Context: an optimization exercise on an open-source flow, tuned for small area, a short achievable clock period and few clock cycles. The choices shown serve that exercise and are no tape-out recipe.
At most, simulation tests tie the RTL to the original design; equivalence was not proved.
Power and IR drop assume default switching activity.

## run 1
==> flow/design.v (excerpt) <==
module outline_to_path_commands (
  input  wire logic                 clk_i,
  input  wire logic                 rst_ni,
  input  wire logic                 in_valid_i,
  output logic                      in_stall_o,
  input  wire logic signed [15:0]   point_x_i,
  input  wire logic signed [15:0]   point_y_i,
  input  wire logic                 on_curve_i,
  input  wire logic                 cubic_control_i,
  input  wire logic                 contour_end_i,
  input  wire logic                 outline_end_i,
  output logic                      out_valid_o,
  input  wire logic                 out_stall_i,
  output logic [2:0]                command_o,
  output logic [1:0]                error_kind_o,
  output logic signed [15:0]        ax_o,
  output logic signed [15:0]        ay_o,
  output logic signed [15:0]        bx_o,
  output logic signed [15:0]        by_o,
  output logic signed [15:0]        cx_o,
  output logic signed [15:0]        cy_o,
  output logic                      run_last_o
);
Size in the first run: roughly 750 cells after synthesis, ~160 flip-flops.
==> flow/config.mk <==
export PLATFORM = sky130hd
export DESIGN_NAME = outline_to_path_commands
export DESIGN_NICKNAME = outline_to_path_commands
export VERILOG_FILES = /design/flow/design.v
export SDC_FILE = /design/flow/constraint.sdc
export NUM_CORES = 4
export LEC_CHECK = 0
export CAP_MARGIN = 20
export CORE_MARGIN = 2
export CORE_UTILIZATION = 70
export CTS_BUF_LIST = sky130_fd_sc_hd__clkbuf_8
export CTS_CLUSTER_SIZE = 80
export SETUP_SLACK_MARGIN = 2.4
export SLEW_MARGIN = 20
export SYNTH_HIERARCHICAL = 1
==> flow/constraint.sdc <==
create_clock -name core_clock -period 5.5 [get_ports {clk_i}]
set_input_delay 1.1000 -clock core_clock [delete_from_list [all_inputs] [get_ports {clk_i}]]
set_output_delay 1.1000 -clock core_clock [all_outputs]
set_load 0.01 [all_outputs]
standard.sh (not shown) runs the stock make flow with config.mk's settings and CLKGATE_MAP_FILE= SYNTH_SCRIPT=/design/flow/synth_recipe.tcl, a recipe that flattens the netlist after the stock synthesis.
==> flow/flow/run.sh <==
#!/bin/bash
# The standard layout, with the ports buffered by plain buf_1 cells rather
# than the delay cells buffer_ports picks on its own.
set -euo pipefail
bash standard.sh "BUFFER_PORTS_ARGS=-buffer_cell sky130_fd_sc_hd__buf_1" finish > make_finish.log 2>&1
Every stage of the flow completed for run 1, and the final layout passed the timing, DRC and antenna checks.
Testbench counts of run 1, summed over its fixed seeds: cycles 16,807.
Here is what was changed in the inputs of run 2 compared with run 1.
Settings: CORE_UTILIZATION now 60, was 70.
- Comparing layout cell share with drive strength beyond 1 for run 1 and run 2, the smaller number came from run 1.
- Between run 1 and run 2, the fraction of area in clock buffers and inverters is higher for run 2.
- Against run 1, run 2 comes in 12 points lower on initial cell density of the core.
- Run 2 vs run 1: total power after layout up in run 2
- Run 2 vs run 1, share of power burned in combinational logic went down by 1.2 points.
- On fraction of power consumed by the clock network: between run 1 and run 2, it ends up lower for run 1.
- Between run 1 and run 2, the cell count went up.
- The total routing resource utilization after global routing of run 2 is lower than that of run 1.
- Run 2 has placeable core region above what run 1 had.
- Run 1 and run 2 ended up with roughly the same post-synthesis cell count.
The following lists how run 3 was set up differently from run 2:
Settings: changing CTS_CLUSTER_SIZE from 80 to 40.
Findings:
- Shortest clock period the worst path allows after layout delta (run 3 -> run 2): insignificant
- Maximum clock insertion buffer count came out exactly the same in run 3 and run 2.
- On relative contribution of the clock network to total power, run 3 tracks run 2 almost exactly.
- On layout overhead on the synthesized area, run 3 and run 2 are basically level.

========
== build 86 ==
Another version of the RTL of outline_to_path_commands (not shown whole).
Size: roughly 750 cells after synthesis, ~160 flip-flops, about 8800 um^2 of cells after synthesis.
Settings: LEC_CHECK=0, CAP_MARGIN=20, CORE_MARGIN=2, CORE_UTILIZATION=60, CTS_BUF_LIST=sky130_fd_sc_hd__clkbuf_8, CTS_CLUSTER_SIZE=40, SETUP_SLACK_MARGIN=2.55, SLEW_MARGIN=20, SYNTH_HIERARCHICAL=1; clock period 5.5 ns.
Scripts as last shown in full above: flow/flow/run.sh
Testbench counts of build 86, summed over its fixed seeds: cycles 16,807.
Here is what was changed in the inputs of build 92 compared with build 86.
- changing SETUP_SLACK_MARGIN from 2.55 to 2.4
[summary]
Build 92 completed; timing, DRC and antenna clean. Delta (build 92 minus build 86): routed wire length shows a reduction of 250 um, clock power shows a reduction of about 3.6%. Comparing fraction of standard cell area that is sequential for build 86 and build 92, the bigger number came from build 92. Global-route wire length before repair of build 92 is on par with build 86.
What build 67 does differently from build 92 at the input level:
- SETUP_SLACK_MARGIN changed from 2.4 to 2.7
Findings:
From build 92 to build 67 the numbers moved as follows: final worst-path cycle share saw a decrease; routed wire length saw an increase; non-clock buffer count saw an increase; weighted congestion reported at the end of routability-driven placement saw a decrease. A most frequent standard cell in the layout excluding fill and tap cells of sky130_fd_sc_hd__edfxtp_1 is what build 67 shows, while sky130_fd_sc_hd__buf_1 belongs to build 92. Clock power on build 67 is down relative to build 92. Delta (build 67 minus build 92): fmax +0.024 GHz; total power after layout rose 2.3%.

========
Another version of the RTL of outline_to_path_commands (not shown whole).
Size: about 890 cells after synthesis, about 140 I/O pins, about 9300 um2 of cells after synthesis.
make LEC_CHECK=0 CAP_MARGIN=20 CORE_MARGIN=2 CORE_UTILIZATION=40 SETUP_SLACK_MARGIN=2.4 SLEW_MARGIN=20 finish   # period 5.5 ns
run.sh (not shown) runs the stock make flow with config.mk's settings and CLKGATE_MAP_FILE= SYNTH_SCRIPT=/design/flow/synth_recipe.tcl, a recipe that flattens the netlist after the stock synthesis.
Stock flow here: none of the scripts above is used.
Then changed:
Settings changed: SETUP_SLACK_MARGIN 2.4 to 2.9.
What happened:
- The new run ran to the end with no violations
- routed wire length goes up by 16%
- clock power goes down by about 5%
- design area goes up by 13%
- area after synthesis is unchanged
- via count goes up by 11%
- cell count goes up by 11%
- first-iteration DRC count goes up by 2.5%
- setup slack improved by 0.18 ns
- total power is about the same
No run of this note included a check of the RTL's function; only the layout flow was run.

========
Setup of trial 21:
Another version of the RTL of outline_to_path_commands (not shown whole).
Size: about 140 I/O pins, ~8700 um2 of cells after synthesis.
Settings: LEC_CHECK=0, CAP_MARGIN=20, CORE_MARGIN=2, CORE_UTILIZATION=60, CTS_BUF_LIST=sky130_fd_sc_hd__clkbuf_8, CTS_CLUSTER_SIZE=40, SETUP_SLACK_MARGIN=2.7, SLEW_MARGIN=20; clock period 5.5 ns.
standard.sh (not shown) runs the stock make flow with config.mk's settings and CLKGATE_MAP_FILE= SYNTH_SCRIPT=/design/flow/synth_recipe.tcl, a recipe that flattens the netlist after the stock synthesis.
Scripts as last shown in full above: flow/flow/run.sh
## Diff of input files: build 71 against trial 21
- changing SETUP_SLACK_MARGIN from 2.7 to 2.4
--- outcome ---
Result: PASS for each of build 71 and trial 21
Re full die area: no difference whatsoever between build 71 and trial 21.
On proportion of power drawn by the clock network: between build 71 and trial 21, it ends up higher for trial 21.
Build 71 ends up with lower combinational power share than trial 21 does.
Of the two values seen for beginning of the critical path, point_y_i[13] was produced by trial 21 and point_x_i[2] by build 71.
Build 71 reports a higher sequential share of layout area than trial 21 does.
Between build 71 and trial 21, the difference in clock transition at the registers of the reported paths is negligible.
No run of this note included a check of the RTL's function; only the layout flow was run.

port drivers added, routing unchanged:
How much do the figures lean on ideal ports? The routed layouts below were timed once more, with nothing changed but the port constraints. Step 1, drivers: a clkbuf_16 drives clk_i and a buf_2 each remaining input, both assumed. Step 2 times the ports against the registers' clock, not the clock port: input delays grow and output delays shrink by t, the midpoint of the rising clock arrivals with the driver on. Three values: ideal, step 1, step 2; two values: the first two.
run | t, ns | setup slack, ns | slew at the worst register clock pin (ns) | worst slew at a driven data input, ns
run 1 | 0.482 | 2.410 / 2.372 / 2.050 | 0.09 / 0.09 | 0.06
run 2 | 0.482 | 2.493 / 2.490 / 2.027 | 0.09 / 0.09 | 0.06
run 3 | 0.482 | 2.493 / 2.490 / 2.027 | 0.09 / 0.09 | 0.06
build 86 | 0.494 | 2.627 / 2.586 / 2.162 | 0.09 / 0.09 | 0.06
build 92 | 0.496 | 2.481 / 2.443 / 2.037 | 0.09 / 0.09 | 0.05
build 67 | 0.494 | 2.682 / 2.640 / 2.274 | 0.08 / 0.08 | 0.04
the first run of note 3 | 0.467 | 2.456 / 2.410 / 2.021 | 0.07 / 0.07 | 0.07
the second run of note 3 | 0.476 | 2.637 / 2.645 / 2.168 | 0.07 / 0.07 | 0.06
trial 21 | 0.499 | 2.471 / 2.467 / 1.968 | 0.09 / 0.09 | 0.05
build 71 | 0.495 | 2.424 / 2.433 / 1.938 | 0.09 / 0.09 | 0.05
After both steps every run listed still meets setup and hold. For trial 21, which loses most, drivers alone change the setup slack by -0.004 ns; drivers and shift together by -0.503 ns.
